Source: an optimization exercise on an open RTL-to-GDS flow (aim: small area, a short achievable clock period and few clock cycles per item). Production flows keep margins and buffers that such runs may drop.
Where RTL was checked, it was by simulation tests only, not by an equivalence proof against the original.
No activity file was given, so power comes from the tool's default toggle rates.

==> module icache_top, before the edit <==
module icache_top #(
	parameter int OFFSET_W = icache_pkg::OFFSET_W,
	parameter int INDEX_W  = icache_pkg::INDEX_W,
	parameter int TAG_W    = icache_pkg::ADDR_W - INDEX_W - OFFSET_W
) (
	input  logic                  clock_i,
	input  logic                  rst_n_i,
	input  logic                  fetch_i,
	input  icache_pkg::addr_t     fetch_addr_i,
	input  logic                  flush_i,
	output logic                  instr_valid_o,
	output icache_pkg::word_t     instr_o,
	output icache_pkg::addr_t     instr_addr_o,
	output logic                  miss_o,
	output logic                  mem_req_o,
	output icache_pkg::addr_t     mem_line_addr_o,
	input  logic                  mem_rvalid_i,
	input  icache_pkg::word_t     mem_rdata_i
);
	localparam int CAP = 31;
	localparam int LOW = 4;
	logic [4:0]     n_q;      
	logic           busy_q;   
	logic           lm_q;     
	logic           miss_q;
	logic           rdy_q;    
	logic           ireq_q;   
	logic           ereq_q;   
	logic [29:0]    h_q;      
	logic [1:0]     wc_q;     
	logic [LOW-1:0] ml_q;     
	logic [4:0]     el_q;     
	logic           c_q;      
	logic           seq;
	logic           nz;
	logic           acc;
	logic           last;
	logic           start;
	logic           cont;
	logic           deliver;
	logic           endw;
	logic           req;
	logic           lost;
	logic           fall;
	logic           clr;
	logic [24:0]    pm;
	logic [29:0]    h_inc;
	logic [4:0]     n_d;
	logic           busy_d;
	logic           lm_d;
	logic [29:0]    h_d;
	logic [1:0]     wc_d;
	logic           m_d;
	logic           wrap_d;
	logic           v0_d;
	logic           rdy_d;
	logic           ireq_d;
	logic [4:0]     el_d;
	logic           c_d;
	logic           miss_d [2];
	logic           ereq_d [2];
	for (genvar g = 0; g < 25; g++)
	begin : g_pm
		if (g == 0)
		begin : g_lsb
			assign pm[g] = 1'b1;
		end
		else
		begin : g_bit
			assign pm[g] = &h_q[g+4:5];
		end
	end
	assign h_inc  = {h_q[29:5] ^ (pm & {25{&h_q[4:0]}}), h_q[4:0] + 5'd1};
	icache_hit_check i_seq (
		.addr_i    (fetch_addr_i[31:2]),
		.head_hi_i (h_q[29:5]),
		.end_lo_i  (el_q),
		.carry_i   (c_q),
		.seq_o     (seq)
	);
	logic n_ge1;
	logic n_ge2;
	logic n_ge3;
	logic n_ge4;
	logic n_cap;
	logic r_ge1;
	logic r_ge2;
	logic r_ge3;
	assign n_ge1 = n_q != '0;
	assign n_ge2 = n_q > 5'd1;
	assign n_ge3 = n_q > 5'd2;
	assign n_ge4 = n_q > 5'd3;
	assign n_cap = n_q == 5'(CAP - 1);
	assign nz      = n_ge1;
	assign deliver = mem_rvalid_i && rdy_q;
	assign r_ge1   = deliver ? n_ge2 : n_ge1;
	assign r_ge2   = deliver ? n_ge3 : n_ge2;
	assign r_ge3   = deliver ? n_ge4 : n_ge3;
	assign acc     = fetch_i && !miss_q && !flush_i;
	assign last    = !r_ge1;
	assign start   = acc && last;
	assign cont    = acc && !last;
	assign endw    = mem_rvalid_i && (wc_q == 2'd3);
	assign req     = ireq_q || (mem_rvalid_i && ereq_q);
	assign lost    = endw && lm_q && (miss_q ? n_ge2 : n_ge1) && !rdy_q;
	assign fall    = miss_q && !r_ge2;
	assign clr     = flush_i || lost;
	assign busy_d = req || (busy_q && !endw);
	assign lm_d   = !start && (req || (lm_q && !endw));
	assign h_d    = start ? fetch_addr_i[31:2] : (deliver ? h_inc : h_q);
	assign wc_d   = req ? 2'd0 : (mem_rvalid_i ? wc_q + 2'd1 : wc_q);
	always_comb
	begin
		if (flush_i || (fall && !lost))
		begin
			n_d = '0;
		end
		else if (lost || start)
		begin
			n_d = 5'd1;
		end
		else if (cont && !deliver)
		begin
			n_d = n_q + 5'd1;
		end
		else if (deliver && !cont)
		begin
			n_d = n_q - 5'd1;
		end
		else
		begin
			n_d = n_q;
		end
	end
	always_comb
	begin
		if (deliver)
		begin
			m_d = 1'b1;
		end
		else if (req)
		begin
			m_d = h_q[1:0] == 2'd0;
		end
		else if (mem_rvalid_i)
		begin
			m_d = h_q[1:0] == wc_q + 2'd1;
		end
		else
		begin
			m_d = h_q[1:0] == wc_q;
		end
	end
	assign wrap_d = start ? (&fetch_addr_i[LOW+3:4])
		: (deliver ? (&h_inc[LOW+1:2]) : (&h_q[LOW+1:2]));
	assign el_d = start ? fetch_addr_i[6:2] + 5'd1 : (cont ? el_q + 5'd1 : el_q);
	assign c_d  = start ? (&fetch_addr_i[6:2])
		: ((cont && (&el_q)) || (c_q && !(deliver && (&h_q[4:0]))));
	assign v0_d   = !clr && (miss_q ? r_ge2 : (acc || r_ge1));
	assign rdy_d  = busy_d && lm_d && v0_d && m_d;
	assign ireq_d = !busy_d && v0_d;
	for (genvar s = 0; s < 2; s++)
	begin : g_seq
		logic drop;
		logic v1_d;
		assign drop = cont && ((s == 0) || n_cap);
		assign v1_d = !clr && (miss_q ? r_ge3 : ((cont && !drop) ? r_ge1 : r_ge2));
		assign miss_d[s] = !flush_i && (lost || (miss_q ? !fall : drop));
		assign ereq_d[s] = busy_d && (wc_d == 2'd3) && (lm_d
			? (rdy_d && v1_d && !wrap_d)
			: v0_d);
	end
	logic [1:0] ctl_pick;
	icache_lookup #(.W(2)) i_pick_ctl (
		.sel_i (seq),
		.a_i   ({miss_d[0], ereq_d[0]}),
		.b_i   ({miss_d[1], ereq_d[1]}),
		.y_o   (ctl_pick)
	);
	assign mem_req_o       = req;
	assign mem_line_addr_o = {h_q[29:LOW+2], ml_q, 4'b0000};
	assign instr_valid_o   = deliver;
	assign instr_o         = mem_rdata_i;
	assign instr_addr_o    = {h_q, 2'b00};
	assign miss_o          = miss_q;
	always_ff @(posedge clock_i or negedge rst_n_i)
	begin
		if (!rst_n_i)
		begin
			n_q    <= '0;
			busy_q <= 1'b0;
			lm_q   <= 1'b0;
			miss_q <= 1'b0;
			rdy_q  <= 1'b0;
			ireq_q <= 1'b0;
			ereq_q <= 1'b0;
		end
		else
		begin
			{miss_q, ereq_q} <= ctl_pick;
			n_q    <= n_d;
			rdy_q  <= rdy_d;
			ireq_q <= ireq_d;
			busy_q <= busy_d;
			lm_q   <= lm_d;
		end
	end
	always_ff @(posedge clock_i)
	begin
		h_q  <= h_d;
		wc_q <= wc_d;
		el_q <= el_d;
		c_q  <= c_d;
		ml_q <= h_d[LOW+1:2] + LOW'(lm_d);
	end
endmodule
clock: 4.0 ns
lec_check: 0
cap_margin: 20
core_margin: 2
core_utilization: 60
setup_slack_margin: 1.5
slew_margin: 20
synth_hierarchical: 1
synth_minimum_keep_size: 0
standard.sh (not shown) runs the stock make flow with config.mk's settings and CLKGATE_MAP_FILE= SYNTH_SCRIPT=/design/flow/synth_recipe.tcl, a recipe that flattens the netlist after the stock synthesis.
==> flow/flow/run.sh <==
#!/bin/bash
# own flow: the standard layout, with port buffers of a plain buffer cell
set -o pipefail
cp standard.sh standard.sh.txt 2>/dev/null
cp config.mk config.mk.txt
export BUFFER_PORTS_ARGS="-buffer_cell sky130_fd_sc_hd__buf_1"
export ADDER_MAP_FILE=
bash standard.sh > standard.log 2>&1
Testbench counts at the start, summed over its fixed seeds: cycles 71,895, items 32,000.
Edit:
--- a/flow/design.v
+++ b/flow/design.v
@@ -79,7 +79,6 @@
 	logic           ereq_q;   
 	logic [29:0]    h_q;      
 	logic [1:0]     wc_q;     
-	logic [LOW-1:0] ml_q;     
 	logic [4:0]     el_q;     
 	logic           c_q;      
 	logic           seq;
@@ -109,7 +108,6 @@
 	logic [4:0]     el_d;
 	logic           c_d;
 	logic           miss_d [2];
-	logic           ereq_d [2];
 	for (genvar g = 0; g < 25; g++)
 	begin : g_pm
 		if (g == 0)
@@ -157,8 +155,8 @@
 	assign fall    = miss_q && !r_ge2;
 	assign clr     = flush_i || lost;
 	assign busy_d = req || (busy_q && !endw);
-	assign lm_d   = !start && (req || (lm_q && !endw));
-	assign h_d    = start ? fetch_addr_i[31:2] : (deliver ? h_inc : h_q);
+	assign lm_d   = !last && (req || (lm_q && !endw));
+	assign h_d    = last ? fetch_addr_i[31:2] : (deliver ? h_inc : h_q);
 	assign wc_d   = req ? 2'd0 : (mem_rvalid_i ? wc_q + 2'd1 : wc_q);
 	always_comb
 	begin
@@ -202,34 +200,35 @@
 			m_d = h_q[1:0] == wc_q;
 		end
 	end
-	assign wrap_d = start ? (&fetch_addr_i[LOW+3:4])
+	assign wrap_d = last ? (&fetch_addr_i[LOW+3:4])
 		: (deliver ? (&h_inc[LOW+1:2]) : (&h_q[LOW+1:2]));
-	assign el_d = start ? fetch_addr_i[6:2] + 5'd1 : (cont ? el_q + 5'd1 : el_q);
-	assign c_d  = start ? (&fetch_addr_i[6:2])
-		: ((cont && (&el_q)) || (c_q && !(deliver && (&h_q[4:0]))));
+	assign el_d = last ? fetch_addr_i[6:2] + 5'd1 : (acc ? el_q + 5'd1 : el_q);
+	assign c_d  = last ? (&fetch_addr_i[6:2])
+		: ((acc && (&el_q)) || (c_q && !(deliver && (&h_q[4:0]))));
 	assign v0_d   = !clr && (miss_q ? r_ge2 : (acc || r_ge1));
 	assign rdy_d  = busy_d && lm_d && v0_d && m_d;
 	assign ireq_d = !busy_d && v0_d;
-	for (genvar s = 0; s < 2; s++)
-	begin : g_seq
-		logic drop;
-		logic v1_d;
-		assign drop = cont && ((s == 0) || n_cap);
-		assign v1_d = !clr && (miss_q ? r_ge3 : ((cont && !drop) ? r_ge1 : r_ge2));
-		assign miss_d[s] = !flush_i && (lost || (miss_q ? !fall : drop));
-		assign ereq_d[s] = busy_d && (wc_d == 2'd3) && (lm_d
-			? (rdy_d && v1_d && !wrap_d)
-			: v0_d);
-	end
-	logic [1:0] ctl_pick;
-	icache_lookup #(.W(2)) i_pick_ctl (
+	logic drop0;
+	logic drop1;
+	logic v1_d;
+	logic ereq_d;
+	assign drop0 = cont;
+	assign drop1 = cont && n_cap;
+	assign miss_d[0] = !flush_i && (lost || (miss_q ? !fall : drop0));
+	assign miss_d[1] = !flush_i && (lost || (miss_q ? !fall : drop1));
+	assign v1_d = !clr && (miss_q ? r_ge3 : r_ge2);
+	assign ereq_d = busy_d && (wc_d == 2'd3) && (lm_d
+		? (rdy_d && v1_d && !wrap_d)
+		: v0_d);
+	logic miss_pick;
+	icache_lookup #(.W(1)) i_pick_miss (
 		.sel_i (seq),
-		.a_i   ({miss_d[0], ereq_d[0]}),
-		.b_i   ({miss_d[1], ereq_d[1]}),
-		.y_o   (ctl_pick)
+		.a_i   (miss_d[0]),
+		.b_i   (miss_d[1]),
+		.y_o   (miss_pick)
 	);
 	assign mem_req_o       = req;
-	assign mem_line_addr_o = {h_q[29:LOW+2], ml_q, 4'b0000};
+	assign mem_line_addr_o = {h_q[29:LOW+2], h_q[LOW+1:2] + LOW'(lm_q), 4'b0000};
 	assign instr_valid_o   = deliver;
 	assign instr_o         = mem_rdata_i;
 	assign instr_addr_o    = {h_q, 2'b00};
@@ -248,7 +247,8 @@
 		end
 		else
 		begin
-			{miss_q, ereq_q} <= ctl_pick;
+			miss_q <= miss_pick;
+			ereq_q <= ereq_d;
 			n_q    <= n_d;
 			rdy_q  <= rdy_d;
 			ireq_q <= ireq_d;
@@ -262,6 +262,5 @@
 		wc_q <= wc_d;
 		el_q <= el_d;
 		c_q  <= c_d;
-		ml_q <= h_d[LOW+1:2] + LOW'(lm_d);
 	end
 endmodule
The changed run completed without violations.
Via count shrinks by 2.3%.
Clock-buffer cell count stays the same.
Worst setup slack improves by 15 ps.
Final cell count fell by 2.3%.
Routed wire length falls by 1.8%.
Clock skew went down by 11 ps.
Final area went down by 2.7%.
Hold slack is better by 11 ps.
Core utilization is lower by 1.4 points.
Total power decreases by 31%.
Combinational power shrinks by 49%.
Only the layout flow was run in the second run of this note; the RTL was not checked for function there.

[static timing again, ports no longer ideal]
Ports are ideal in the flow. The routed layouts listed here were re-timed in OpenROAD.
Step 1: set_driving_cell puts a clkbuf_16 on clock_i and a buf_2 on each other input, an assumption about the parent block.
Step 2, shift: input delay + t, output delay - t, t = (earliest + latest rising clock arrival at the registers) / 2. This alone moves slack from input paths to output paths.
Slacks: ideal / step 1 / step 2; pairs: ideal / step 1.
| run | shift t [ns] | setup slack, ns | worst hold slack (ns) | worst data-port slew with drivers (ns) | cell pins on the clock port's net |
|---|---|---|---|---|---|
| the first run | 0.331 | 1.610 / 1.615 / 1.284 | 0.454 / 0.453 / 0.561 | 0.08 | 1 |
| the second run | 0.335 | 1.625 / 1.602 / 1.327 | 0.466 / 0.466 / 0.489 | 0.07 | 1 |
After both steps setup and hold are still met in every run listed. For the first run, which loses most, drivers alone change the setup slack by +0.005 ns; drivers and shift together by -0.326 ns.
